This design comes from an exercise in tuning for small area, a short achievable clock period and few clock cycles per item on the open sky130 flow, not from production work.
Function was checked by simulation only, so behaviour that the tests miss may differ from the original.

## flow/design.v (module list and top-level ports; edited modules follow where they fit)
// module pid_mc_core: 383 lines
// module mul_i: 1157 lines
// module mul_p: 677 lines
// module mul_d: 717 lines
module pid_mc_core #(
   parameter int                        W         = 16,
   parameter int                        FRAC      = 15,
   parameter int                        IACC_W    = 32,
   parameter int                        NCH       = 4,
   parameter logic signed [IACC_W-1:0]  I_ACC_MAX = 32'sh0FFFFFFF,
   parameter logic signed [IACC_W-1:0]  I_ACC_MIN = -32'sh10000000,
   parameter int                        DF_SHIFT  = 2,
   localparam int                       CH_W      = $clog2(NCH)
) (
   input  logic            clk,
   input  logic            rst_n,
   input  logic            in_valid,
   output logic            in_ready,
   input  logic [CH_W-1:0] in_ch,
   input  logic [W-1:0]    v_in,
   input  logic [W-1:0]    v_ref,
   input  logic            cfg_we,
   input  logic [CH_W-1:0] cfg_ch,
   input  logic [1:0]      cfg_sel,
   input  logic [W-1:0]    cfg_data,
   input  logic            ch_clr,
   input  logic [CH_W-1:0] ch_clr_id,
   output logic            out_valid,
   output logic [CH_W-1:0] out_ch,
   output logic [W-1:0]    u_out,
   output logic            u_sat
);
  // ...
==> flow/flow/run.sh <==
#!/bin/bash
# Standard layout, with timing repair aimed below the clock period (repair_timing
# works towards a setup slack of MARGIN ns at the design's period) and a clock tree
# built without dummy balancing loads.
set -euo pipefail
MARGIN=${MARGIN:-6.6}
CTS="-sink_clustering_enable -repair_clock_nets -dont_use_dummy_load -sink_clustering_size 24 -sink_clustering_max_diameter 80"
bash standard.sh synth > synth.log 2>&1
bash standard.sh SETUP_SLACK_MARGIN=$MARGIN "CTS_ARGS=$CTS" finish > layout.log 2>&1
==> flow/standard.sh <==
#!/bin/bash
# synth_recipe.tcl (not shown) runs the flow's synth.tcl, then flattens the netlist and writes it again
# the make line also repeats each setting of config.mk as NAME=value (left out here)
make -C /OpenROAD-flow-scripts/flow DESIGN_CONFIG=/design/flow/config.mk WORK_HOME=/design/flow/orfs CLKGATE_MAP_FILE= SYNTH_SCRIPT=/design/flow/synth_recipe.tcl "${@:-finish}"
==> flow/config.mk <==
export PLATFORM = sky130hd
export DESIGN_NAME = pid_mc_core
export DESIGN_NICKNAME = pid_mc_core
export VERILOG_FILES = /design/flow/design.v
export SDC_FILE = /design/flow/constraint.sdc
export NUM_CORES = 4
export LEC_CHECK = 0
export ABC_AREA = 1
export CAP_MARGIN = 20
export CORE_MARGIN = 2
export CORE_UTILIZATION = 55
export SETUP_SLACK_MARGIN = 5
export SLEW_MARGIN = 20
==> flow/constraint.sdc <==
create_clock -name core_clock -period 10.0 [get_ports {clk}]
set_input_delay 2.0000 -clock core_clock [delete_from_list [all_inputs] [get_ports {clk}]]
set_output_delay 2.0000 -clock core_clock [all_outputs]
set_load 0.01 [all_outputs]
==> impl.org, run 1 <==
** Status
- The flow ran to the end and the layout has no timing, DRC or antenna violations.

** Final layout
- There are 1304 flip-flops and latches.
- Non-clock buffer total of the final layout :: 265
- Syn-to-layout area delta :: 10.67%
- Clock buf/inv share :: 0.02397
- Number of inserted filler cells in the final layout :: 11336
- Of all the cell area in the finished design, non-clock buffers hold 0.03500.
- Of the total standard cell area in the layout, the multi-input combinational portion is 0.4938.
- Fraction of standard cell area that is sequential :: 0.3749

** Worst setup path
- Worst reg-to-reg setup slack :: 6470 ps
- WP data arrival :: 4130 ps
- The cell family contributing the most delay on the critical path is XOR/XNOR gates.
- Longest individual stage delay on the worst path :: 830 ps
- Number of stages on the worst setup path :: 17

** Floorplan
- 82 I/O pins were placed.
- The die covers 0.1350 sq mm.

** Synthesis
- Of the post-synthesis cell area, the dominant cell type holds 0.2444.
- After synthesis, the share of flip-flops with an asynchronous set or reset is 0.03144.
- Post-synthesis sequential element count :: 1304
- In the synthesized netlist the dominant register cell turns out to be sky130_fd_sc_hd__dfxtp_1.

** Global routing
- Met2 Track Usage GR :: 0.5050

** Placement
- Detailed placement finished with a half-perimeter wire length of 173200 um.
- Post-place instance area :: 0.07494 sq mm
- In this run, placement finished with an instance count of 9455.

** Clocking
- Clock transition at the registers of the reported paths :: 80 ps
- Clock latency on the worst-skew pair :: 740 ps
- The number of hold buffers added after CTS was 0.

** Timing
- At the pin with the least slew margin, the transition time is 1147 ps.
- The final count of hold timing violations was 0.
- Post-Route Skew :: 99.86 ps

** Detailed routing
- The detailed router finished its first iteration with 6725 violations.

** Worst hold path
- Number of cells on the worst hold path :: 0
Testbench counts, summed over its fixed seeds: cycles 4,943, items 4,800.
==> run 2, diff against run 1 <==
--- a/flow/flow/run.sh
+++ b/flow/flow/run.sh
@@ -3,7 +3,7 @@
 # works towards a setup slack of MARGIN ns at the design's period) and a clock tree
 # built without dummy balancing loads.
 set -euo pipefail
-MARGIN=${MARGIN:-6.6}
+MARGIN=${MARGIN:-6.8}
 CTS="-sink_clustering_enable -repair_clock_nets -dont_use_dummy_load -sink_clustering_size 24 -sink_clustering_max_diameter 80"
 bash standard.sh synth > synth.log 2>&1
 bash standard.sh SETUP_SLACK_MARGIN=$MARGIN "CTS_ARGS=$CTS" finish > layout.log 2>&1
--- a/flow/config.mk
+++ b/flow/config.mk
@@ -8,6 +8,6 @@
 export ABC_AREA = 1
 export CAP_MARGIN = 20
 export CORE_MARGIN = 2
-export CORE_UTILIZATION = 55
+export CORE_UTILIZATION = 40
 export SETUP_SLACK_MARGIN = 5
 export SLEW_MARGIN = 20
==> run 2 against run 1 <==
  * Fmax increased by 4.1%
  * Cell count increased by 7.2%
  * Worst hold slack improved by 41 ps
  * Sequential share of layout area decreased by 1.4 points
  * Die area increased by 37%
  * First-iteration DRC count decreased by 21%
  * Critical path depth increased by 5
  * Clock skew increased by 34 ps
  * Register-to-register slack improved by 140 ps
==> impl.org, run 2 <==
** Status
- Result of the run: timing/DRC/antenna clean (unchanged).

** Worst setup path
- Worst setup path startpoint :: s5_pd[19]$_DFF_P_ (was s1_vr[0]$_DFF_P_)
- The critical path data arrival time came to 3930 ps (was 4130 ps).
- The endpoint class of the critical path was a flip-flop (unchanged).
- Launching element type of the critical path :: flip-flop (unchanged)
- The data required time at the worst endpoint came to 10540 ps (was 10600 ps).
- Max Fanout on Critical Path :: 6 (unchanged)
- Worst Reg2Reg Path Length in Cells :: 22 (was 17)
- Worst reg-to-reg setup slack :: 6610 ps (was 6470 ps)
- Critical path capture point :: s2_mi[14]$_DFF_P_ (was s2_df[15]$_DFF_P_)
- The capturing point of the worst reg2reg path was s2_mi[14]$_DFF_P_ (was s2_df[15]$_DFF_P_).
- The launch instance of the worst register-to-register path is s5_pd[19]$_DFF_P_ (was s1_vr[0]$_DFF_P_).
- Class of the most critical setup path :: reg -> reg (unchanged)

** Synthesis
- The netlist area before placement came to 0.07264 sq mm (unchanged).
- Dominant combinational cell family by area after synthesis :: adder cells (unchanged)
- Post-synth top cells: sky130_fd_sc_hd__nand2_1, sky130_fd_sc_hd__dfxtp_1, sky130_fd_sc_hd__inv_1 (unchanged).
- Mux contribution to synthesized area :: 0.004185 (unchanged)
- Area share of fa/ha/maj cells after synthesis :: 0.1794 (unchanged)
- Largest cells by area after synthesis :: sky130_fd_sc_hd__dfxtp_1, sky130_fd_sc_hd__edfxtp_1, sky130_fd_sc_hd__fa_1, sky130_fd_sc_hd__xor2_1, sky130_fd_sc_hd__nand2_1 (unchanged)
- Post-synthesis sequential element count :: 1304 (unchanged)
- The cell type with the largest total area after synthesis is sky130_fd_sc_hd__dfxtp_1 (unchanged).
- The synthesized instance count came to 7871 (unchanged).
- Post-synthesis compound-gate area fraction :: 0.1187 (unchanged)
- The share of synthesized flip-flops with an asynchronous set or reset came to 0.03144 (unchanged).
- The count of different cell masters after synthesis is 61 (unchanged).
- Area share of xor/xnor cells in the synthesized design :: 0.08645 (unchanged)
- Number of synthesized flops with an enable pin :: 376 (unchanged)
- The predominant post-synthesis flop cell is sky130_fd_sc_hd__dfxtp_1 (unchanged).
- Number of nets in the synthesized netlist :: 8726 (unchanged)
- The share of Yosys cell area claimed by the top area cell type came to 0.2444 (unchanged).
- Cell with the most instances after synthesis :: sky130_fd_sc_hd__nand2_1 (unchanged)
- The mean cell area of the mapped netlist came to 9.229 sq um (unchanged).
- Number of synthesis warnings :: 13 (unchanged)
- Synthesized-area fraction occupied by and/or/nand/nor cells :: 0.1313 (unchanged)
- The sequential element share of the synthesized area came to 0.4143 (unchanged).

** Detailed routing
- Number of DRC violations after detailed routing :: 0 (unchanged)
- The iteration-0 DRC count of the detailed router is 5308 (was 6725).
- The total iterations of the first detailed-routing run was 6 (was 8).
- Post-detailed-route via-to-cell ratio :: 5.471 (was 5.991)
- The wire length per cell after detailed routing came to 22.58 um (was 25.01 um).
- Post-route ant nets :: 0 (unchanged)
- The total length of routed wires is 234000 um (was 241800 um).
- Detailed-route via count :: 56700 (was 57915)

** Final layout
- Highest-count cells in the layout ignoring fill and taps :: sky130_fd_sc_hd__nand2_1, sky130_fd_sc_hd__inv_1, sky130_fd_sc_hd__dfxtp_1 (was sky130_fd_sc_hd__nand2_1, sky130_fd_sc_hd__dfxtp_1, sky130_fd_sc_hd__inv_1)
- Fraction of layout cells with a size suffix above 1 :: 0.1238 (was 0.09407)
- Count of nets after finishing :: 8851 (was 8766)
- Number of inserted filler cells in the final layout :: 17014 (was 11336)
- The area taken by flip-flops and latches came to 0.03015 sq mm (was 0.03014 sq mm).
- The number of diodes was 0 (was 3).
- Multi-input gate area :: 0.04073 sq mm (was 0.03970 sq mm)
- The register bank with the most flops is ac_a (unchanged).
- Final instance area :: 0.08348 sq mm (was 0.08040 sq mm)
- The number of flip-flops in the largest register came to 116 (unchanged).
- Most common cell after layout, fill and taps aside :: sky130_fd_sc_hd__nand2_1 (unchanged)
- The area growth from synthesis to layout was 14.92% (was 10.67%).
- Largest registers: ac_a: 116 flops, ep_a: 68 flops (unchanged).

** Clocking
- Max Buffers Root-to-Sink :: 3 (unchanged)
- The clock slew at the register clock pins of the worst setup and hold paths came to 90 ps (was 80 ps).
- The deepest level of the CTS H-tree is 3 (unchanged).
- The clock latency on the worst-skew pair came to 770 ps (was 740 ps).
- The cell chosen for the clock root is sky130_fd_sc_hd__clkbuf_16 (unchanged).
- The number of buffers added by the clock tree synthesis step is 82 (was 77).
- Clock sink total :: 1304 (unchanged)
- The TritonCTS clock tree is yes (unchanged).

** Timing
- Sum of negative setup slack :: 0 ps (unchanged)
- Fmax :: 0.2948 GHz (was 0.2833 GHz)
- The worst setup skew after layout is 133.7 ps (was 99.86 ps).
- Period utilisation layout :: 0.3392 (was 0.3530)
- Worst slew pin tran :: 1143 ps (was 1147 ps)
- Setup repair after global routing missed its margin: yes (unchanged).
- The final critical path time including I/O delays and setup came to 3392 ps (was 3530 ps).
- The tightest slew margin relative to the limit was 0.2378 (was 0.2325).
- The final count of hold timing violations came to 0 (unchanged).
- Final setup fails :: 0 (unchanged)
- Number of pins exceeding their max-slew limit in the final report :: 0 (unchanged)

** Worst hold path
- The hold path startpoint is s2_ki[4]$_DFF_P_ (was s4_e[0]$_DFF_P_).
- The class of the tightest hold or removal check is reg -> reg (unchanged).

** Floorplan
- Core box area :: 0.1805 sq mm (was 0.1313 sq mm)
- Count of standard-cell rows :: 156 (was 133)
- The floorplan die height is 430.2 um (was 367.4 um).
- Horiz. Die Dim :: 430.2 um (was 367.4 um)
- The initial core utilization was 0.4023 (was 0.5533).
- The area enclosed by the die boundary was 0.1850 sq mm (was 0.1350 sq mm).
- The number of top-level design ports came to 82 (unchanged).

** Placement
- The weighted congestion at the end of routability-driven global placement is 0.9606 (was 1.019).
- Port Buf Inserts :: 81 (unchanged)
- The half-perimeter wire length after detailed placement came to 163600 um (was 173200 um).
- Post-place instance area :: 0.07574 sq mm (was 0.07494 sq mm)

** Run
- Total of max-cap violations :: 0 (unchanged)

** Global routing
- Via count of the first global-routing pass :: 56152 (was 55905)
- The overflow left after global routing was 0 (unchanged).
- The initial antenna violation count is 3 (was 10).
- The first-pass GRT wire length was 349000 um (was 356800 um).
- GRT Overall Usage :: 0.2450 (was 0.3511)
- The maximum number of pins on one net before global-route repair came to 73 (was 83).
-- run 2: what timing repair did --
action,CTS,global route
resized for setup,591,365
pin swaps,62,105
endpoints found under the setup margin,403,291
buffers inserted,93,74
gates cloned,31,10
hold buffers,0,0
endpoints found under the hold margin,0,0
-- run 2: worst min-delay path by stage --
stage | endpoint | slack (ps) | cells after the start
3_3_place_gp | s5_e[16]$_DFF_P_ | 310 | 0
3_5_place_dp | s4_e[11]$_DFF_P_ | 310 | 0
4_1_cts | s3_ki[4]$_DFF_P_ | 330 | 0
5_1_grt | s5_e[16]$_DFF_P_ | 330 | 0
2_1_floorplan | s3_dist[0]$_DFF_P_ | 310 | 0
6_report | s3_ki[4]$_DFF_P_ | 320 | 0
-- run 2: cell families (layout without fill, tap and decap cells) --
logic type | Yosys count | count (layout)
XOR/XNOR | 717 | 717
AND/OR/NAND/NOR | 2331 | 2343
adder cells (fa/ha/maj) | 794 | 794
AO/OA/AOI/OAI | 1451 | 1451
buffers and inverters | 1247 | 1358
multiplexers | 27 | 27
flip-flops | 1304 | 1304
-- run 2: per-stage QoR --
| step | std cells | setup WS (ps) | hold slack (ps) | util |
|---|---|---|---|---|
| 4_1_cts | 10279 | 6584 | 327.5 | 0.4489 |
| 5_1_grt | 10364 | 6446 | 333.5 | 0.4624 |
| 2_1_floorplan | 7871 | 6774 | 309.6 | - |
| 3_5_place_dp | 10073 | 4979 | 312.1 | 0.4195 |
| 3_3_place_gp | 10073 | 5042 | 310.2 | 0.4195 |
| 6_report | 10364 | 6608 | 320.0 | 0.4624 |
-- run 2: worst max-delay path: stages (launching register included) --
cell and delay (ps):
sky130_fd_sc_hd__dfxtp_4 380, sky130_fd_sc_hd__clkinvlp_4 110, sky130_fd_sc_hd__buf_8 150, sky130_fd_sc_hd__buf_8 140, sky130_fd_sc_hd__buf_6 110, sky130_fd_sc_hd__fa_1 490, sky130_fd_sc_hd__inv_2 40, sky130_fd_sc_hd__a21o_1 150
sky130_fd_sc_hd__nor2_1 90, sky130_fd_sc_hd__nand2_1 70, sky130_fd_sc_hd__a21oi_2 170, sky130_fd_sc_hd__nand2_1 80, sky130_fd_sc_hd__nand2_2 90, sky130_fd_sc_hd__nand2_4 80, sky130_fd_sc_hd__nand2_8 160, sky130_fd_sc_hd__buf_4 140
sky130_fd_sc_hd__buf_6 100, sky130_fd_sc_hd__nand2_8 90, sky130_fd_sc_hd__buf_6 150, sky130_fd_sc_hd__nand2_2 90, sky130_fd_sc_hd__nand2_4 80, sky130_fd_sc_hd__o21ai_1 130, sky130_fd_sc_hd__o21ai_1 90
-- run 2: cell type report --
cell class,instances,share of cell area
multi-input cells,5332,0.4879
inverters,931,0.04337
well taps,2370,0.03552
repair buffers,341,0.04658
clock buffers,82,0.02458
repair inverters,4,0.0009292
flip-flops and latches,1304,0.3612
-- run 2: layer usage --
layer,vias up,part of all wire,GRT usage
met5,-,0.000056,0
met4,2,0.042,0.09749
met3,433,0.070,0.03314
met2,2333,0.46,0.3976
met1,27573,0.43,0.3305
li1,26359,-,-
==> run 3, diff against run 2 <==
--- a/flow/flow/run.sh
+++ b/flow/flow/run.sh
@@ -3,7 +3,7 @@
 # works towards a setup slack of MARGIN ns at the design's period) and a clock tree
 # built without dummy balancing loads.
 set -euo pipefail
-MARGIN=${MARGIN:-6.8}
+MARGIN=${MARGIN:-6.45}
 CTS="-sink_clustering_enable -repair_clock_nets -dont_use_dummy_load -sink_clustering_size 24 -sink_clustering_max_diameter 80"
 bash standard.sh synth > synth.log 2>&1
 bash standard.sh SETUP_SLACK_MARGIN=$MARGIN "CTS_ARGS=$CTS" finish > layout.log 2>&1
==> run 3 against run 2 <==
  * Die area stayed put
  * Synthesized cell count stayed put
  * Synthesized area stayed put
  * Sequential cell count stayed put
  * Critical endpoint is now s5_p[29]$_DFF_P_
  * Via count is 1.7% lower
==> impl.org, run 3 <==
** Status
- Result of the run :: timing/DRC/antenna clean (unchanged)

** Clocking
- The cell chosen for the clock root is sky130_fd_sc_hd__clkbuf_16 (unchanged).
- The clock slew at the register clock pins of the worst setup and hold paths was 90 ps (about the same).
- The cts-stage hold buffer count came to 0 (unchanged).
- H-Tree Level Count :: 3 (unchanged)
- The number of buffers added by the clock tree synthesis step is 80 (was 82).
- Clock tree from TritonCTS :: yes (unchanged)
- The clock sink total is 1304 (unchanged).
- The maximum buffer depth of the clock tree is 3 (unchanged).
- Clock latency on the worst-skew pair :: 750 ps (was 770 ps)

** Final layout
- The proportion of layout cells with a drive suffix above 1 is 0.07318 (was 0.1238).
- The number of flip-flops in the largest register is 116 (unchanged).
- Count of nets after finishing :: 8728 (was 8851)
- Highest-count cells in the layout ignoring fill and taps: sky130_fd_sc_hd__nand2_1, sky130_fd_sc_hd__dfxtp_1, sky130_fd_sc_hd__inv_1 (was sky130_fd_sc_hd__nand2_1, sky130_fd_sc_hd__inv_1, sky130_fd_sc_hd__dfxtp_1).
- Syn-to-layout area delta :: 10.15% (was 14.92%)
- The total area of multi-input combinational cells came to 0.03899 sq mm (was 0.04073 sq mm).
- Largest registers :: ac_a: 116 flops, ep_a: 68 flops (unchanged)
- The register bank with the most flops is ac_a (unchanged).
- Number of inserted filler cells in the final layout :: 17378 (was 17014)
- The leading cell type in the layout, fill and taps excluded is sky130_fd_sc_hd__nand2_1 (unchanged).
- The area taken by flip-flops and latches is 0.03012 sq mm (was 0.03015 sq mm).

** Worst setup path
- CP Cell Sequence :: nor2_4, buf_12, clkinvlp_4, buf_12, clkbuf_16, nand2_2, nand2_1, ha_4, nand2_1, nor2_1, inv_1, nor2_2, nand2_1, o21ai_2, xor2_1, nand2_1, nand3_1, nand2_1, a21oi_2 (was clkinvlp_4, buf_8, buf_8, buf_6, fa_1, inv_2, a21o_1, nor2_1, nand2_1, a21oi_2, nand2_1, nand2_2, nand2_4, nand2_8, buf_4, buf_6, nand2_8, buf_6, nand2_2, nand2_4, o21ai_1, o21ai_1)
- The launching element type of the critical path is a flip-flop (unchanged).
- Longest individual stage delay on the worst path :: 390 ps (was 490 ps)
- Cell with the biggest individual delay on the critical path :: sky130_fd_sc_hd__dfxtp_4 (was sky130_fd_sc_hd__fa_1)
- Worst setup path startpoint :: s4_dist[0]$_DFF_P_ (was s5_pd[19]$_DFF_P_)
- The data required time at the worst endpoint was 10620 ps (was 10540 ps).
- The critical path data arrival time was 4180 ps (was 3930 ps).
- The maximum fanout along the worst path came to 24 (was 6).
- Buffers & Inverters on Critical Path :: 5 (was 8)
- The endpoint class of the critical path is a flip-flop (unchanged).
- The category of the critical setup timing path is reg -> reg (unchanged).
- Beginning of the worst register-to-register path :: s4_dist[0]$_DFF_P_ (was s5_pd[19]$_DFF_P_)
- The largest delay contributor family on the critical path is simple AND/OR/NAND/NOR gates (was buffers and inverters).
- Most frequent cell on the critical path :: sky130_fd_sc_hd__nand2_1 (was sky130_fd_sc_hd__buf_6)

** Synthesis
- Dominant synthesized flop cell :: sky130_fd_sc_hd__dfxtp_1 (unchanged)
- Post-synthesis sequential element count :: 1304 (unchanged)
- The cell type with the largest total area after synthesis was sky130_fd_sc_hd__dfxtp_1 (unchanged).
- Largest cells by area after synthesis :: sky130_fd_sc_hd__dfxtp_1, sky130_fd_sc_hd__edfxtp_1, sky130_fd_sc_hd__fa_1, sky130_fd_sc_hd__xor2_1, sky130_fd_sc_hd__nand2_1 (unchanged)
- Number of synthesis warnings :: 13 (unchanged)
- The netlist area before placement was 0.07264 sq mm (unchanged).
- Syn Area/Cell :: 9.229 sq um (unchanged)
- Post-synth top cells: sky130_fd_sc_hd__nand2_1, sky130_fd_sc_hd__dfxtp_1, sky130_fd_sc_hd__inv_1 (unchanged).
- The count of different cell masters after synthesis came to 61 (unchanged).
- The number of enable flip-flop cells after synthesis was 376 (unchanged).
- Fraction of the yosys area taken by sequential cells :: 0.4143 (unchanged)
- The most common cell in the synthesized netlist was sky130_fd_sc_hd__nand2_1 (unchanged).
- Top-area cell type share of the netlist area :: 0.2444 (unchanged)
- The synthesized instance count came to 7871 (unchanged).
- Fraction of registers with async set or reset after synthesis :: 0.03144 (unchanged)
- Number of nets in the synthesized netlist :: 8726 (unchanged)

** Global routing
- GRT Overall Usage :: 0.2394 (was 0.2450)
- The via count of the first global-routing pass is 55361 (was 56152).
- The initial antenna violation count is 2 (was 3).
- The maximum number of pins on one net before global-route repair came to 73 (unchanged).
- The first-pass GRT wire length was 341300 um (was 349000 um).
- The overflow left after global routing came to 0 (unchanged).

** Detailed routing
- The wire length per cell after detailed routing is 22.11 um (was 22.58 um).
- Post-detailed-route via-to-cell ratio :: 5.444 (was 5.471)
- The total length of routed wires was 226500 um (was 234000 um).
- The iteration-0 DRC count of the detailed router came to 4811 (was 5308).
- First-pass detailed-route iteration total :: 6 (unchanged)
- The antenna violation net count after detailed routing was 0 (unchanged).
- The remaining design rule violation count was 0 (unchanged).
- The total number of vias is 55759 (was 56700).

** Timing
- Setup repair after global routing missed its margin :: yes (unchanged)
- Worst slack on hold paths :: 315.6 ps (was 320.0 ps)
- The total count of max-transition violations in the final report came to 0 (unchanged).
- Final setup fails :: 0 (unchanged)
- The post-route fraction of the period consumed by the critical path was 0.3554 (was 0.3392).
- The final critical path time including I/O delays and setup was 3554 ps (was 3392 ps).
- Final Hold Violating Endpoints :: 0 (unchanged)
- The tightest slew margin relative to the limit was 0.2181 (was 0.2378).
- Fmax :: 0.2814 GHz (was 0.2948 GHz)
- Worst slew pin tran :: 1168 ps (was 1143 ps)
- Sum of negative setup slack :: 0 ps (unchanged)
- Post-Route Skew :: 116.8 ps (was 133.7 ps)

** Floorplan
- The chip width came to 430.2 um (unchanged).
- The count of standard-cell rows is 156 (unchanged).
- The initial core utilization is 0.4023 (unchanged).
- The area inside the core boundary was 0.1805 sq mm (unchanged).
- The floorplan die height came to 430.2 um (unchanged).
- Number of placed I/O pins :: 82 (unchanged)
- The area enclosed by the die boundary was 0.1850 sq mm (unchanged).

** Placement
- The half-perimeter wire length after detailed placement came to 162600 um (was 163600 um).
- Port Buf Inserts :: 81 (unchanged)
- The weighted congestion at the end of routability-driven global placement is 0.9780 (was 0.9606).

** Run
- Total of max-cap violations :: 0 (unchanged)

** Worst hold path
- The class of the tightest hold or removal check is reg -> reg (unchanged).
- Hold path startpoint :: s3_ki[15]$_DFF_P_ (was s2_ki[4]$_DFF_P_)
-- run 3: cell counts after synthesis --
Identical to the previous run, type by type.
-- run 3: per-stage QoR --
step	cells	utilization	worst slack [ps]	instance area [sq um]
finish	10242	0.4432	6446	80010
global placement	10073	0.4194	4639	75730
floorplan	7871	-	6630	72640
detailed placement	10073	0.4194	4430	75730
CTS	10210	0.4368	6449	78850
global route	10241	0.4432	6372	80010
-- run 3: final timing paths --
check	cells after the start	end	slack, ps
worst max-delay path	19	s5_p[29]$_DFF_P_	6450
worst min-delay path	0	s4_ki[15]$_DFF_P_	320
worst max register to register	19	s5_p[29]$_DFF_P_	6450
worst min register to register	0	s4_ki[15]$_DFF_P_	320
max in group asynchronous	1	s5_v$_DFF_PN0_	7900
min in group asynchronous	1	cq_we$_DFF_PN0_	1390
-- run 3: cell families after synthesis --
group           Yosys count  synth area share
mux                      27          0.004185
buf+inv                1247           0.06566
compound gates         1451            0.1187
xor+xnor                717           0.08645
simple gates           2331            0.1313
fa+ha+maj               794            0.1794
flops                  1304            0.4143
-- run 3: timing repair --
item,in CTS,in global routing
pin swaps,22,39
endpoints found under the setup margin,410,232
gates resized for setup,159,223
hold endpoints to repair,0,0
setup buffers,44,26
cloned,13,5
-- run 3: area by class of cell --
type / count / area share
Antenna cell: 1 / 0.00003127
Clock buffer: 80 / 0.02502
Inverter: 931 / 0.04432
Multi-Input combinational cell: 5326 / 0.4873
Sequential cell: 1304 / 0.3765
Tap cell: 2370 / 0.03706
Timing Repair Buffer: 230 / 0.02977
-- run 3: layer usage --
layer  up-vias  part of all wire  global-route usage
met5         -                 0                   0
met4         0             0.042             0.09819
met3       408             0.066             0.03168
met2      2171              0.45              0.3815
met1     27087              0.44              0.3283
li1      26093                 -                   -
==> run 4, diff against run 3 <==
--- a/flow/flow/run.sh
+++ b/flow/flow/run.sh
@@ -3,7 +3,7 @@
 # works towards a setup slack of MARGIN ns at the design's period) and a clock tree
 # built without dummy balancing loads.
 set -euo pipefail
-MARGIN=${MARGIN:-6.45}
+MARGIN=${MARGIN:-6.6}
 CTS="-sink_clustering_enable -repair_clock_nets -dont_use_dummy_load -sink_clustering_size 24 -sink_clustering_max_diameter 80"
 bash standard.sh synth > synth.log 2>&1
 bash standard.sh SETUP_SLACK_MARGIN=$MARGIN "CTS_ARGS=$CTS" finish > layout.log 2>&1
==> run 4 against run 3 <==
  * Worst hold slack lost 0.61 ps
  * Largest cell class unchanged
  * First-iteration DRC count grew 5.1%
  * Synthesized cell count is the same
  * Global-route usage grew 0.12 points
  * Still clean
  * Register-to-register slack gained 150 ps
  * Sequential share of layout area shrank 0.65 points
  * Die area is the same
  * Clock-buffer cell count is the same
  * Sequential cell count is the same
  * Non-clock buffer count grew 38
==> impl.org, run 4 <==
** Status
- Result of the run: timing/DRC/antenna clean (unchanged).

** Worst hold path
- HP Class :: reg -> reg (unchanged)

** Global routing
- GRT Overall Usage :: 0.2406 (was 0.2394)
- Number of antenna violations at the first check in global routing :: 2 (unchanged)
- Via count of the first global-routing pass :: 55562 (was 55361)
- Wire length of the first global-routing pass :: 342900 um (was 341300 um)
- The overflow left after global routing was 0 (unchanged).
- The maximum number of pins on one net before global-route repair came to 73 (unchanged).

** Final layout
- Count of nets after finishing :: 8772 (was 8728)
- Highest-count cells in the layout ignoring fill and taps: sky130_fd_sc_hd__nand2_1, sky130_fd_sc_hd__dfxtp_1, sky130_fd_sc_hd__inv_1 (unchanged).
- Fraction of layout cells with a size suffix above 1 :: 0.09602 (was 0.07318)
- Largest registers: ac_a: 116 flops, ep_a: 68 flops (unchanged).
- The register bank with the most flops was ac_a (unchanged).
- The leading cell type in the layout, fill and taps excluded is sky130_fd_sc_hd__nand2_1 (unchanged).
- The number of flip-flops in the largest register was 116 (unchanged).
- The area growth from synthesis to layout came to 12.16% (was 10.15%).

** Synthesis
- Fraction of registers with async set or reset after synthesis :: 0.03144 (unchanged)
- Largest cells by area after synthesis: sky130_fd_sc_hd__dfxtp_1, sky130_fd_sc_hd__edfxtp_1, sky130_fd_sc_hd__fa_1, sky130_fd_sc_hd__xor2_1, sky130_fd_sc_hd__nand2_1 (unchanged).
- The predominant post-synthesis flop cell is sky130_fd_sc_hd__dfxtp_1 (unchanged).
- Number of synthesized flops with an enable pin :: 376 (unchanged)
- The netlist area before placement is 0.07264 sq mm (unchanged).
- Synth area leader :: sky130_fd_sc_hd__dfxtp_1 (unchanged)
- Number of synthesis warnings :: 13 (unchanged)
- The synthesized instance count was 7871 (unchanged).
- The sequential element share of the synthesized area came to 0.4143 (unchanged).
- Cell with the most instances after synthesis :: sky130_fd_sc_hd__nand2_1 (unchanged)
- Number of unique standard cell types used by synthesis :: 61 (unchanged)
- Number of nets in the synthesized netlist :: 8726 (unchanged)
- The share of Yosys cell area claimed by the top area cell type was 0.2444 (unchanged).
- Post-synth top cells :: sky130_fd_sc_hd__nand2_1, sky130_fd_sc_hd__dfxtp_1, sky130_fd_sc_hd__inv_1 (unchanged)
- The mean cell area of the mapped netlist is 9.229 sq um (unchanged).
- Post-synthesis sequential element count :: 1304 (unchanged)

** Clocking
- The clock slew at the register clock pins of the worst setup and hold paths is 90 ps (about the same).
- Clock latency on the worst-skew pair :: 740 ps (was 750 ps)
- The number of buffers added by the clock tree synthesis step came to 80 (unchanged).
- The deepest level of the CTS H-tree was 3 (unchanged).
- Clock tree from TritonCTS :: yes (unchanged)
- The cell chosen for the clock root is sky130_fd_sc_hd__clkbuf_16 (unchanged).
- Cts-stage hold buffer count :: 0 (unchanged)
- Max Buffers Root-to-Sink :: 3 (unchanged)
- The clock sink total is 1304 (unchanged).

** Floorplan
- The count of standard-cell rows is 156 (unchanged).
- Core box area :: 0.1805 sq mm (unchanged)
- The initial core utilization is 0.4023 (unchanged).
- The chip width is 430.2 um (unchanged).
- Number of placed I/O pins :: 82 (unchanged)
- Floorplan die area :: 0.1850 sq mm (unchanged)
- Die Y :: 430.2 um (unchanged)

** Detailed routing
- The remaining design rule violation count was 0 (unchanged).
- Sum of routed wire length over all layers :: 229500 um (was 226500 um)
- The iteration-0 DRC count of the detailed router came to 5058 (was 4811).
- Post-route ant nets :: 0 (unchanged)
- The via density per instance is 5.469 (was 5.444).
- Detailed-route via count :: 56258 (was 55759)
- WL per Instance :: 22.31 um (was 22.11 um)
- The total iterations of the first detailed-routing run came to 6 (unchanged).

** Worst setup path
- The critical path data arrival time was 3950 ps (was 4180 ps).
- The data required time at the worst endpoint was 10550 ps (was 10620 ps).
- Class of the most critical setup path :: reg -> reg (unchanged)
- The maximum fanout along the worst path is 25 (was 24).
- Launching element type of the critical path :: flip-flop (unchanged)
- The endpoint class of the critical path is a flip-flop (unchanged).

** Placement
- The post-placement setup slack was 4430 ps (unchanged).
- The half-perimeter wire length after detailed placement is 162600 um (unchanged).
- The number of buffers inserted by port buffering came to 81 (unchanged).
- Global placement routability congestion :: 0.9780 (unchanged)

** Timing
- Final Hold Violating Endpoints :: 0 (unchanged)
- Number of pins exceeding their max-slew limit in the final report :: 0 (unchanged)
- Clock period minus final worst setup slack :: 3405 ps (was 3554 ps)
- Fmax :: 0.2937 GHz (was 0.2814 GHz)
- The slew at the pin with the worst max-slew slack was 1157 ps (was 1168 ps).
- Crit path setup slack, layout :: 6595 ps (was 6446 ps)
- Worst slew margin relative to its limit :: 0.2260 (was 0.2181)
- Sum of negative setup slack :: 0 ps (unchanged)
- Setup repair after global routing missed its margin :: yes (unchanged)
- The final-report setup violation count came to 0 (unchanged).
- Post-Route Skew :: 116.7 ps (was 116.8 ps)
- Period utilisation layout :: 0.3405 (was 0.3554)

** Run
- The number of maximum-capacitance constraint violations came to 0 (unchanged).
## run 4: cell counts after synthesis
Identical to the previous run, type by type.
## run 4: path summary, 6_finish.rpt
check | from | end | slack [ps] | depth (start not counted)
worst max-delay path | s4_dist[0]$_DFF_P_ | s5_p[39]$_DFF_P_ | 6590 | 19
worst min-delay path | s3_ki[15]$_DFF_P_ | s4_ki[15]$_DFF_P_ | 310 | 0
max in group asynchronous | rst_n | s5_v$_DFF_PN0_ | 7910 | 1
worst min register to register | s3_ki[15]$_DFF_P_ | s4_ki[15]$_DFF_P_ | 310 | 0
min in group asynchronous | rst_n | cq_we$_DFF_PN0_ | 1390 | 1
worst max register to register | s4_dist[0]$_DFF_P_ | s5_p[39]$_DFF_P_ | 6590 | 19
## run 4: critical path: stages (launching register included)
cell and delay, ps:
sky130_fd_sc_hd__dfxtp_4 370, sky130_fd_sc_hd__nor2_4 120, sky130_fd_sc_hd__buf_12 140, sky130_fd_sc_hd__clkinvlp_4 150, sky130_fd_sc_hd__buf_12 200, sky130_fd_sc_hd__o21ai_1 460
sky130_fd_sc_hd__ha_4 320, sky130_fd_sc_hd__a21oi_2 260, sky130_fd_sc_hd__nand2_1 110, sky130_fd_sc_hd__o21bai_1 190, sky130_fd_sc_hd__a21oi_2 150, sky130_fd_sc_hd__nand3_1 90
sky130_fd_sc_hd__nand2_1 60, sky130_fd_sc_hd__nand2_1 90, sky130_fd_sc_hd__nand3_1 100, sky130_fd_sc_hd__nand2_1 90, sky130_fd_sc_hd__nand2_1 80, sky130_fd_sc_hd__nand3_1 90
sky130_fd_sc_hd__nand2_1 80, sky130_fd_sc_hd__nand2_1 40
## run 4: final cells by class
| cell class | instances | area (sq um) |
|---|---|---|
| Inverter | 931 | 3551 |
| Multi-Input combinational cell | 5332 | 39980 |
| Clock buffer | 80 | 2002 |
| Fill cell | 17265 | 99070 |
| Antenna cell | 2 | 5.005 |
| Tap cell | 2370 | 2965 |
| Timing Repair Buffer | 268 | 2833 |
| Sequential cell | 1304 | 30140 |
## run 4: routing by layer
layer / vias up / wire length, um / global-route usage / share of wire
met1: 27409 / 99830 / 0.3298 / 0.44
li1: 26196 / - / - / -
met5: - / 0 / 0 / 0
met4: 0 / 9717 / 0.09871 / 0.042
met2: 2240 / 104400 / 0.3838 / 0.45
met3: 413 / 15570 / 0.03144 / 0.068
## run 4: cell families after synthesis
| logic type | Yosys count | share of synthesized area |
|---|---|---|
| and+or+nand+nor | 2331 | 0.1313 |
| AOI/OAI and AO/OA | 1451 | 0.1187 |
| DFF | 1304 | 0.4143 |
| buffers and inverters | 1247 | 0.06566 |
| adders and majority gates | 794 | 0.1794 |
| xor gates and xnor gates | 717 | 0.08645 |
| muxes | 27 | 0.004185 |
## run 4: timing repair
item	CTS	global route
hold endpoints to repair	0	0
setup buffers	53	50
gates resized for setup	233	385
setup endpoints to repair	420	236
gates cloned	16	13
pin swaps	27	81
## run 4: through the flow
stage          utilization  hold slack [ps]  area (sq um)  cells
2_1_floorplan            -            309.6         72640   7871
3_3_place_gp        0.4194            310.3         75730  10073
3_5_place_dp        0.4194            312.1         75730  10073
4_1_cts             0.4390            310.4         79260  10222
5_1_grt             0.4512            332.5         81470  10285
6_report            0.4513            315.0         81480  10287
==> run 5, diff against run 4 <==
--- a/flow/flow/run.sh
+++ b/flow/flow/run.sh
@@ -6,4 +6,4 @@
 MARGIN=${MARGIN:-6.6}
 CTS="-sink_clustering_enable -repair_clock_nets -dont_use_dummy_load -sink_clustering_size 24 -sink_clustering_max_diameter 80"
 bash standard.sh synth > synth.log 2>&1
-bash standard.sh SETUP_SLACK_MARGIN=$MARGIN "CTS_ARGS=$CTS" finish > layout.log 2>&1
+bash standard.sh SETUP_SLACK_MARGIN=$MARGIN SKIP_GATE_CLONING=1 "CTS_ARGS=$CTS" finish > layout.log 2>&1
==> run 5 against run 4 <==
  * Still clean
  * Register-to-register slack barely moved
  * Fmax barely moved
  * Global-route usage fell by 0.12 points
  * Critical endpoint is now ac_a[0][0]$_DFFE_PP_
  * Highest routed layer unchanged
==> impl.org, run 5 <==
** Placement
- Port Buf Inserts :: 81 (unchanged)
- Total half-perimeter wirelength after legalization and detailed placement :: 162600 um (unchanged)
- Global placement routability congestion :: 0.9780 (unchanged)
- Worst setup timing slack at the placement stage :: 4430 ps (unchanged)

** Timing
- The final-report setup violation count was 0 (unchanged).
- The tightest slew margin relative to the limit is 0.2114 (was 0.2260).
- Crit path setup slack, layout :: 6598 ps (was 6595 ps)
- The total count of max-transition violations in the final report came to 0 (unchanged).
- The post-route fraction of the period consumed by the critical path came to 0.3402 (was 0.3405).
- Fmax :: 0.2940 GHz (was 0.2937 GHz)
- Setup repair after global routing missed its margin :: yes (unchanged)
- Final Hold Violating Endpoints :: 0 (unchanged)
- Sum of negative setup slack :: 0 ps (unchanged)
- Post-Route Skew :: 115.9 ps (was 116.7 ps)
- Worst slew pin tran :: 1178 ps (was 1157 ps)
- Clock period minus final worst setup slack :: 3402 ps (was 3405 ps)

** Status
- Result of the run :: timing/DRC/antenna clean (unchanged)

** Floorplan
- The area enclosed by the die boundary came to 0.1850 sq mm (unchanged).
- Starting utilization of the core area :: 0.4023 (unchanged)
- The number of top-level design ports is 82 (unchanged).
- Die Y :: 430.2 um (unchanged)
- Horiz. Die Dim :: 430.2 um (unchanged)
- Core box area :: 0.1805 sq mm (unchanged)
- Count of standard-cell rows :: 156 (unchanged)

** Synthesis
- Post-synth top cells: sky130_fd_sc_hd__nand2_1, sky130_fd_sc_hd__dfxtp_1, sky130_fd_sc_hd__inv_1 (unchanged).
- Largest cells by area after synthesis :: sky130_fd_sc_hd__dfxtp_1, sky130_fd_sc_hd__edfxtp_1, sky130_fd_sc_hd__fa_1, sky130_fd_sc_hd__xor2_1, sky130_fd_sc_hd__nand2_1 (unchanged)
- Dominant combinational cell family by area after synthesis :: adder cells (unchanged)
- Area share of fa/ha/maj cells after synthesis :: 0.1794 (unchanged)
- The proportion of synthesized area in mux cells is 0.004185 (unchanged).
- Dominant synthesized flop cell :: sky130_fd_sc_hd__dfxtp_1 (unchanged)
- Post-synthesis sequential element count :: 1304 (unchanged)
- The share of Yosys cell area claimed by the top area cell type was 0.2444 (unchanged).
- Synth area leader :: sky130_fd_sc_hd__dfxtp_1 (unchanged)
- Post-Syn Instances :: 7871 (unchanged)
- The fraction of the mapped netlist area in simple logic gates was 0.1313 (unchanged).
- The xor-xnor portion of the synthesized cell area came to 0.08645 (unchanged).
- The mean cell area of the mapped netlist is 9.229 sq um (unchanged).
- The compound-cell area share of the yosys netlist came to 0.1187 (unchanged).
- The count of yosys warnings during synthesis came to 13 (unchanged).
- Fraction of registers with async set or reset after synthesis :: 0.03144 (unchanged)
- The netlist area before placement is 0.07264 sq mm (unchanged).
- Fraction of the yosys area taken by sequential cells :: 0.4143 (unchanged)
- Number of unique standard cell types used by synthesis :: 61 (unchanged)
- The number of enable flip-flop cells after synthesis was 376 (unchanged).
- The most common cell in the synthesized netlist is sky130_fd_sc_hd__nand2_1 (unchanged).
- The number of nets produced by synthesis came to 8726 (unchanged).

** Worst setup path
- WP data arrival :: 3840 ps (was 3950 ps)
- The launching instance or port of the critical path was s5_p[21]$_DFF_P_ (was s4_dist[0]$_DFF_P_).
- The launching element type of the critical path is a flip-flop (unchanged).
- The critical path's largest stage delay came to 590 ps (was 460 ps).
- Cell with the biggest individual delay on the critical path :: sky130_fd_sc_hd__dfxtp_1 (was sky130_fd_sc_hd__o21ai_1)
- Max Fanout on Critical Path :: 9 (was 25)
- Beginning of the worst register-to-register path :: s5_p[21]$_DFF_P_ (was s4_dist[0]$_DFF_P_)
- Buffers & Inverters on Critical Path :: 4 (was 3)
- The category of the critical setup timing path is reg -> reg (unchanged).
- The largest delay contributor family on the critical path is simple AND/OR/NAND/NOR gates (was compound AO/OA/AOI/OAI gates).
- The data required time at the worst endpoint came to 10440 ps (was 10550 ps).
- Crit end category :: flip-flop (unchanged)
- CP Cell Sequence :: ha_1, fa_1, nand2_1, nand2_1, nand2_1, a21oi_1, nor2_1, nand2_1, nand2_1, nand2_1, nand2_2, nand2_4, nand2_4, nand2_8, buf_6, buf_12, buf_16, o22ai_4, inv_2 (was nor2_4, buf_12, clkinvlp_4, buf_12, o21ai_1, ha_4, a21oi_2, nand2_1, o21bai_1, a21oi_2, nand3_1, nand2_1, nand2_1, nand3_1, nand2_1, nand2_1, nand3_1, nand2_1, nand2_1)
- The cell seen most often among critical-path stages is sky130_fd_sc_hd__nand2_1 (unchanged).

** Clocking
- Root buffer selected by CTS :: sky130_fd_sc_hd__clkbuf_16 (unchanged)
- Clock transition at the registers of the reported paths :: 90 ps (about the same)
- The number of buffers added by the clock tree synthesis step was 80 (unchanged).
- The clock latency on the worst-skew pair came to 750 ps (was 740 ps).
- H-Tree Level Count :: 3 (unchanged)
- Clock sink total :: 1304 (unchanged)
- Max Buffers Root-to-Sink :: 3 (unchanged)
- Cts-stage hold buffer count :: 0 (unchanged)
- Clock tree from TritonCTS :: yes (unchanged)

** Run
- The number of maximum-capacitance constraint violations came to 0 (unchanged).

** Final layout
- The number of flip-flops in the largest register came to 116 (unchanged).
- The area taken by flip-flops and latches is 0.03012 sq mm (was 0.03014 sq mm).
- The register bank with the most flops was ac_a (unchanged).
- Highest-count cells in the layout ignoring fill and taps: sky130_fd_sc_hd__nand2_1, sky130_fd_sc_hd__dfxtp_1, sky130_fd_sc_hd__inv_1 (unchanged).
- Fraction of layout cells with a size suffix above 1 :: 0.09181 (was 0.09602)
- The area growth from synthesis to layout came to 11.72% (was 12.16%).
- Largest registers :: ac_a: 116 flops, ep_a: 68 flops (unchanged)
- The leading cell type in the layout, fill and taps excluded was sky130_fd_sc_hd__nand2_1 (unchanged).
- The final-stage net count is 8765 (was 8772).
- The fill cell instance count of the final layout came to 17272 (was 17265).
- Multi-input gate area :: 0.03954 sq mm (was 0.03998 sq mm)
- Diodes inserted :: 0 (was 2)

** Global routing
- GRT Overall Usage :: 0.2394 (was 0.2406)
- The initial antenna violation count came to 3 (was 2).
- Via count of the first global-routing pass :: 55460 (was 55562)
- Largest net degree at the start of global routing :: 73 (unchanged)
- The first-pass GRT wire length is 341500 um (was 342900 um).
- The overflow left after global routing came to 0 (unchanged).

** Detailed routing
- The via density per instance is 5.457 (was 5.469).
- Detailed-route via count :: 56092 (was 56258)
- The antenna violation net count after detailed routing was 0 (unchanged).
- WL per Instance :: 22.18 um (was 22.31 um)
- The total iterations of the first detailed-routing run came to 6 (unchanged).
- Number of design-rule violations left by the first detailed-router iteration :: 4939 (was 5058)
- Number of DRC violations after detailed routing :: 0 (unchanged)
- The total length of routed wires was 227900 um (was 229500 um).

** Worst hold path
- HP Class :: reg -> reg (unchanged)
- The hold path startpoint is s3_ki[15]$_DFF_P_ (unchanged).
[run 5: area by class of cell]
type                            count  share of cell area
Clock buffer                       80             0.02467
Sequential cell                  1304              0.3712
Tap cell                         2370             0.03654
Inverter                          931             0.04374
Timing Repair Buffer              273             0.03668
Multi-Input combinational cell   5320              0.4872
[run 5: timing repair]
action | CTS | global route
gates resized for setup | 222 | 369
setup buffers | 64 | 61
pin swaps | 22 | 82
endpoints found under the setup margin | 420 | 239
[run 5: cells by family after synthesis]
kind of cell             count (synthesis)
AO/OA/AOI/OAI                         1451
buffers and inverters                 1247
AND/OR/NAND/NOR                       2331
flip-flops                            1304
adder cells (fa/ha/maj)                794
XOR/XNOR                               717
multiplexers                            27
[run 5: per-layer routing]
metal	global-route usage	part of all wire	vias to the layer above
li1	-	-	26148
met1	0.3287	0.44	27303
met2	0.3834	0.46	2242
met3	0.03133	0.067	399
met4	0.09380	0.041	0
met5	0	0	-
[run 5: per-stage QoR]
step | utilization | cells | cell area, sq um | hold slack (ps)
final | 0.4495 | 10278 | 81160 | 316.5
after global placement | 0.4194 | 10073 | 75730 | 310.3
after global routing | 0.4495 | 10278 | 81160 | 332.5
after detailed placement | 0.4194 | 10073 | 75730 | 312.1
after CTS | 0.4382 | 10217 | 79110 | 310.4
after floorplan | - | 7871 | 72640 | 309.6
[run 5: final timing paths]
path	endpoint	slack (ps)	cells after the start
worst max register to register	ac_a[0][0]$_DFFE_PP_	6600	19
min in group asynchronous	cq_we$_DFF_PN0_	1400	1
worst min-delay path	s4_ki[15]$_DFF_P_	320	0
worst max-delay path	ac_a[0][0]$_DFFE_PP_	6600	19
worst min register to register	s4_ki[15]$_DFF_P_	320	0
max in group asynchronous	s5_v$_DFF_PN0_	7900	1
==> run 6, diff against run 5 <==
--- a/flow/flow/run.sh
+++ b/flow/flow/run.sh
@@ -6,4 +6,4 @@
 MARGIN=${MARGIN:-6.6}
 CTS="-sink_clustering_enable -repair_clock_nets -dont_use_dummy_load -sink_clustering_size 24 -sink_clustering_max_diameter 80"
 bash standard.sh synth > synth.log 2>&1
-bash standard.sh SETUP_SLACK_MARGIN=$MARGIN SKIP_GATE_CLONING=1 "CTS_ARGS=$CTS" finish > layout.log 2>&1
+bash standard.sh SETUP_SLACK_MARGIN=$MARGIN SKIP_PIN_SWAP=1 "CTS_ARGS=$CTS" finish > layout.log 2>&1
==> run 6 against run 5 <==
  * Cell area fell by 0.28%
  * Global-route usage is 0.23 points higher
  * Sequential cell count did not move
  * Die area did not move
  * Critical path depth up 1
  * Register-to-register slack improved by 50 ps
  * Utilization shrank 0.13 points
  * Non-clock buffer count decreased by 16
  * Clock skew rose by 1.2 ps
==> impl.org, run 6 <==
** Final layout
- Highest-count cells in the layout ignoring fill and taps :: sky130_fd_sc_hd__nand2_1, sky130_fd_sc_hd__dfxtp_1, sky130_fd_sc_hd__inv_1 (unchanged)
- Count of nets after finishing :: 8758 (was 8765)
- Largest registers :: ac_a: 116 flops, ep_a: 68 flops (unchanged)
- Most common cell after layout, fill and taps aside :: sky130_fd_sc_hd__nand2_1 (unchanged)
- The area growth from synthesis to layout was 11.41% (was 11.72%).
- The number of flip-flops in the largest register came to 116 (unchanged).
- The proportion of layout cells with a drive suffix above 1 came to 0.08784 (was 0.09181).
- The final core utilization was 0.4482 (was 0.4495).
- Biggest register :: ac_a (unchanged)

** Placement
- The weighted congestion at the end of routability-driven global placement came to 0.9780 (unchanged).
- Port Buf Inserts :: 81 (unchanged)
- The half-perimeter wire length after detailed placement came to 162600 um (unchanged).

** Clocking
- The deepest level of the CTS H-tree came to 3 (unchanged).
- Clock tree from TritonCTS :: yes (unchanged)
- Number of buffers inserted during clock tree synthesis :: 80 (unchanged)
- The cts-stage hold buffer count came to 0 (unchanged).
- The cell chosen for the clock root is sky130_fd_sc_hd__clkbuf_16 (unchanged).
- Max Buffers Root-to-Sink :: 3 (unchanged)
- Clock latency on the worst-skew pair :: 740 ps (was 750 ps)
- Clock transition at the registers of the reported paths :: 90 ps (about the same)
- The clock sink total was 1304 (unchanged).

** Detailed routing
- The total iterations of the first detailed-routing run was 6 (unchanged).
- The via density per instance is 5.463 (was 5.457).
- The antenna violation net count after detailed routing was 0 (unchanged).
- Number of DRC violations after detailed routing :: 0 (unchanged)
- Sum of routed wire length over all layers :: 229200 um (was 227900 um)
- Number of design-rule violations left by the first detailed-router iteration :: 5027 (was 4939)
- The total number of vias was 56122 (was 56092).
- WL per Instance :: 22.31 um (was 22.18 um)

** Synthesis
- The sequential element share of the synthesized area is 0.4143 (unchanged).
- Fraction of registers with async set or reset after synthesis :: 0.03144 (unchanged)
- Number of synthesized flops with an enable pin :: 376 (unchanged)
- Post-Syn Instances :: 7871 (unchanged)
- Number of synthesis warnings :: 13 (unchanged)
- The cell type with the largest total area after synthesis was sky130_fd_sc_hd__dfxtp_1 (unchanged).
- The number of flip-flops and latches in the synthesized netlist was 1304 (unchanged).
- Largest cells by area after synthesis: sky130_fd_sc_hd__dfxtp_1, sky130_fd_sc_hd__edfxtp_1, sky130_fd_sc_hd__fa_1, sky130_fd_sc_hd__xor2_1, sky130_fd_sc_hd__nand2_1 (unchanged).
- The count of different cell masters after synthesis came to 61 (unchanged).
- The mean cell area of the mapped netlist is 9.229 sq um (unchanged).
- Top-area cell type share of the netlist area :: 0.2444 (unchanged)
- Area of the mapped netlist :: 0.07264 sq mm (unchanged)
- Post-synth top cells :: sky130_fd_sc_hd__nand2_1, sky130_fd_sc_hd__dfxtp_1, sky130_fd_sc_hd__inv_1 (unchanged)
- Number of nets in the synthesized netlist :: 8726 (unchanged)
- The most common cell in the synthesized netlist is sky130_fd_sc_hd__nand2_1 (unchanged).
- Dominant synthesized flop cell :: sky130_fd_sc_hd__dfxtp_1 (unchanged)

** Global routing
- Via count of the first global-routing pass :: 55534 (was 55460)
- Met2 Track Usage GR :: 0.3874 (was 0.3834)
- Largest net degree at the start of global routing :: 73 (unchanged)
- The most heavily used metal layer in global routing was met2 (unchanged).
- Met1 track demand over resource :: 0.3301 (was 0.3287)
- The met3 track utilization from global routing was 0.03262 (was 0.03133).
- The initial antenna violation count came to 3 (unchanged).
- Overall overflow remaining after global route :: 0 (unchanged)
- Wire length of the first global-routing pass :: 344000 um (was 341500 um)
- The total routing resource utilization after global routing is 0.2417 (was 0.2394).

** Worst setup path
- The slowest stage cell on the critical path is sky130_fd_sc_hd__fa_1 (was sky130_fd_sc_hd__dfxtp_1).
- The count of cell instances traversed by the critical path was 20 (was 19).
- Class of the most critical setup path :: reg -> reg (unchanged)
- Worst setup path startpoint :: s5_pd[19]$_DFF_P_ (was s5_p[21]$_DFF_P_)
- Worst reg-to-reg setup slack :: 6650 ps (was 6600 ps)
- Beginning of the worst register-to-register path :: s5_pd[19]$_DFF_P_ (was s5_p[21]$_DFF_P_)
- The data required time at the worst endpoint is 10570 ps (was 10440 ps).
- Crit end category :: flip-flop (unchanged)
- Longest individual stage delay on the worst path :: 470 ps (was 590 ps)
- WP data arrival :: 3920 ps (was 3840 ps)
- The launching element type of the critical path was a flip-flop (unchanged).
- Buffers & Inverters on Critical Path :: 4 (unchanged)
- Crit path max-delay family :: simple AND/OR/NAND/NOR gates (unchanged)
- Worst Reg2Reg Path Length in Cells :: 20 (was 19)
- The capturing point of the worst reg2reg path is s5_p[8]$_DFF_P_ (was ac_a[0][0]$_DFFE_PP_).
- The maximum fanout along the worst path was 8 (was 9).
- CP Cell Sequence: clkinvlp_4, buf_12, buf_6, fa_1, nor2_2, nand3_2, nor3_4, nor2b_2, nand2_1, nand2_1, nand2_2, nand2_4, nand2_8, nand2_8, nand2_8, nand2_8, buf_12, o211ai_1, nand2_1, nand2_1 (was ha_1, fa_1, nand2_1, nand2_1, nand2_1, a21oi_1, nor2_1, nand2_1, nand2_1, nand2_1, nand2_2, nand2_4, nand2_4, nand2_8, buf_6, buf_12, buf_16, o22ai_4, inv_2).

** Timing
- Final Hold Violating Endpoints :: 0 (unchanged)
- Worst slew margin relative to its limit :: 0.2244 (was 0.2114)
- Final setup fails :: 0 (unchanged)
- Worst slew pin tran :: 1159 ps (was 1178 ps)
- Setup repair after global routing missed its margin: yes (unchanged).
- Period utilisation layout :: 0.3350 (was 0.3402)
- The final total negative setup slack was 0 ps (unchanged).
- Clock period minus final worst setup slack :: 3350 ps (was 3402 ps)
- The total count of max-transition violations in the final report is 0 (unchanged).
- Fmax :: 0.2985 GHz (was 0.2940 GHz)
- Post-Route Skew :: 117.1 ps (was 115.9 ps)
- Worst slack on hold paths :: 314.6 ps (was 316.5 ps)

** Worst hold path
- The hold path startpoint was s3_ki[15]$_DFF_P_ (unchanged).
- HP Class :: reg -> reg (unchanged)
- The worst min-delay path endpoint is s4_ki[15]$_DFF_P_ (unchanged).
- The number of cells on the worst hold path is 0 (unchanged).

** Floorplan
- The initial core utilization was 0.4023 (unchanged).
- Horiz. Die Dim :: 430.2 um (unchanged)
- The count of standard-cell rows came to 156 (unchanged).
- Die Y :: 430.2 um (unchanged)
- Number of placed I/O pins :: 82 (unchanged)
- Floorplan die area :: 0.1850 sq mm (unchanged)
- The area inside the core boundary is 0.1805 sq mm (unchanged).

** Status
- Result of the run :: timing/DRC/antenna clean (unchanged)

** Run
- The number of maximum-capacitance constraint violations came to 0 (unchanged).
-- run 6: cell types whose count changed in the layout (fill, tap and decap cells not counted), moves of 7 or more --
cell                        before   now
sky130_fd_sc_hd__nand2_1      1422  1450
sky130_fd_sc_hd__buf_12         36    20
sky130_fd_sc_hd__nand2_4        37    21
sky130_fd_sc_hd__bufbuf_16       0    11
sky130_fd_sc_hd__buf_6          18     8
sky130_fd_sc_hd__a21oi_2        36    27
sky130_fd_sc_hd__nand2_2        61    52
sky130_fd_sc_hd__a21oi_1       292   299
sky130_fd_sc_hd__buf_16          9     2
sky130_fd_sc_hd__buf_4         121   128
sky130_fd_sc_hd__nor2_1        340   333
-- run 6: layer usage --
metal  share of wire  vias up
met1            0.43    27305
li1                -    26152
met4           0.043        2
met2            0.46     2261
met5        0.000039        -
met3           0.068      402
-- run 6: worst max path at each step --
stage	slack [ps]	endpoint
2_1_floorplan	6630	s2_df[17]$_DFF_P_
4_1_cts	6440	s2_df[16]$_DFF_P_
3_5_place_dp	4430	s2_df[16]$_DFF_P_
5_1_grt	6450	s5_p[8]$_DFF_P_
3_3_place_gp	4640	s2_df[16]$_DFF_P_
6_report	6650	s5_p[8]$_DFF_P_
-- run 6: what timing repair did --
action	in CTS	in global routing
endpoints found under the hold margin	0	0
gates cloned	18	9
setup endpoints to repair	420	237
buffers inserted	55	36
gates resized for setup	227	303
-- run 6: layout make-up --
type	count	area, sq um
Fill cell	17288	99620
Sequential cell	1304	30130
Multi-Input combinational cell	5329	39480
Inverter	931	3553
Timing Repair Buffer	257	2794
Antenna cell	2	5.005
Clock buffer	80	2002
Tap cell	2370	2965
-- run 6: cell families (layout without fill, tap and decap cells) --
| kind of cell | Yosys count | in the layout | synth area share |
|---|---|---|---|
| AND/OR/NAND/NOR | 2331 | 2340 | 0.1313 |
| AO/OA/AOI/OAI | 1451 | 1451 | 0.1187 |
| flip-flops | 1304 | 1304 | 0.4143 |
| buffers and inverters | 1247 | 1268 | 0.06566 |
| adder cells (fa/ha/maj) | 794 | 794 | 0.1794 |
| XOR/XNOR | 717 | 717 | 0.08645 |
| multiplexers | 27 | 27 | 0.004185 |
| other | 0 | 2 | 0 |
-- run 6: per-stage QoR --
step / std cells / cell area (sq um) / setup WS (ps)
after global placement: 10073 / 75730 / 4639
after floorplan: 7871 / 72640 / 6630
after detailed placement: 10073 / 75730 / 4430
after global routing: 10271 / 80920 / 6451
final: 10273 / 80930 / 6650
after CTS: 10226 / 79320 / 6443

what the ideal ports hide:
In the flow no input, the clock included, has a driving cell. The finished layouts below were timed again as built, in two steps.
Step 1 assumes that a clkbuf_16 drives the clock port and a buf_2 every other input.
Step 2 moves the port delays by t, midway between the first and last clock arrival at a register: inputs arrive t later, outputs are due t later. That takes back most of the time a late clock gives input paths.
Three values: ideal ports, drivers, drivers and shift; two values: the first two.
run	shift t [ns]	setup WS [ns]	hold WS [ns]	slew at the worst register clock pin (ns)	worst slew at a driven data input, ns
run 1	0.773	6.470 / 6.470 / 6.418	0.279 / 0.279 / 0.279	0.10 / 0.10	0.07
run 2	0.791	6.608 / 6.608 / 6.259	0.320 / 0.320 / 0.320	0.10 / 0.10	0.05
run 3	0.778	6.446 / 6.446 / 6.301	0.316 / 0.316 / 0.316	0.10 / 0.10	0.05
run 4	0.774	6.595 / 6.587 / 6.310	0.315 / 0.315 / 0.315	0.10 / 0.10	0.05
run 5	0.777	6.598 / 6.582 / 6.318	0.317 / 0.317 / 0.317	0.10 / 0.10	0.05
run 6	0.774	6.650 / 6.586 / 6.303	0.315 / 0.315 / 0.315	0.10 / 0.10	0.05
After both steps setup and hold are still met in every run listed. For run 2, which loses most, drivers alone change the setup slack by 0.000 ns; drivers and shift together by -0.349 ns.
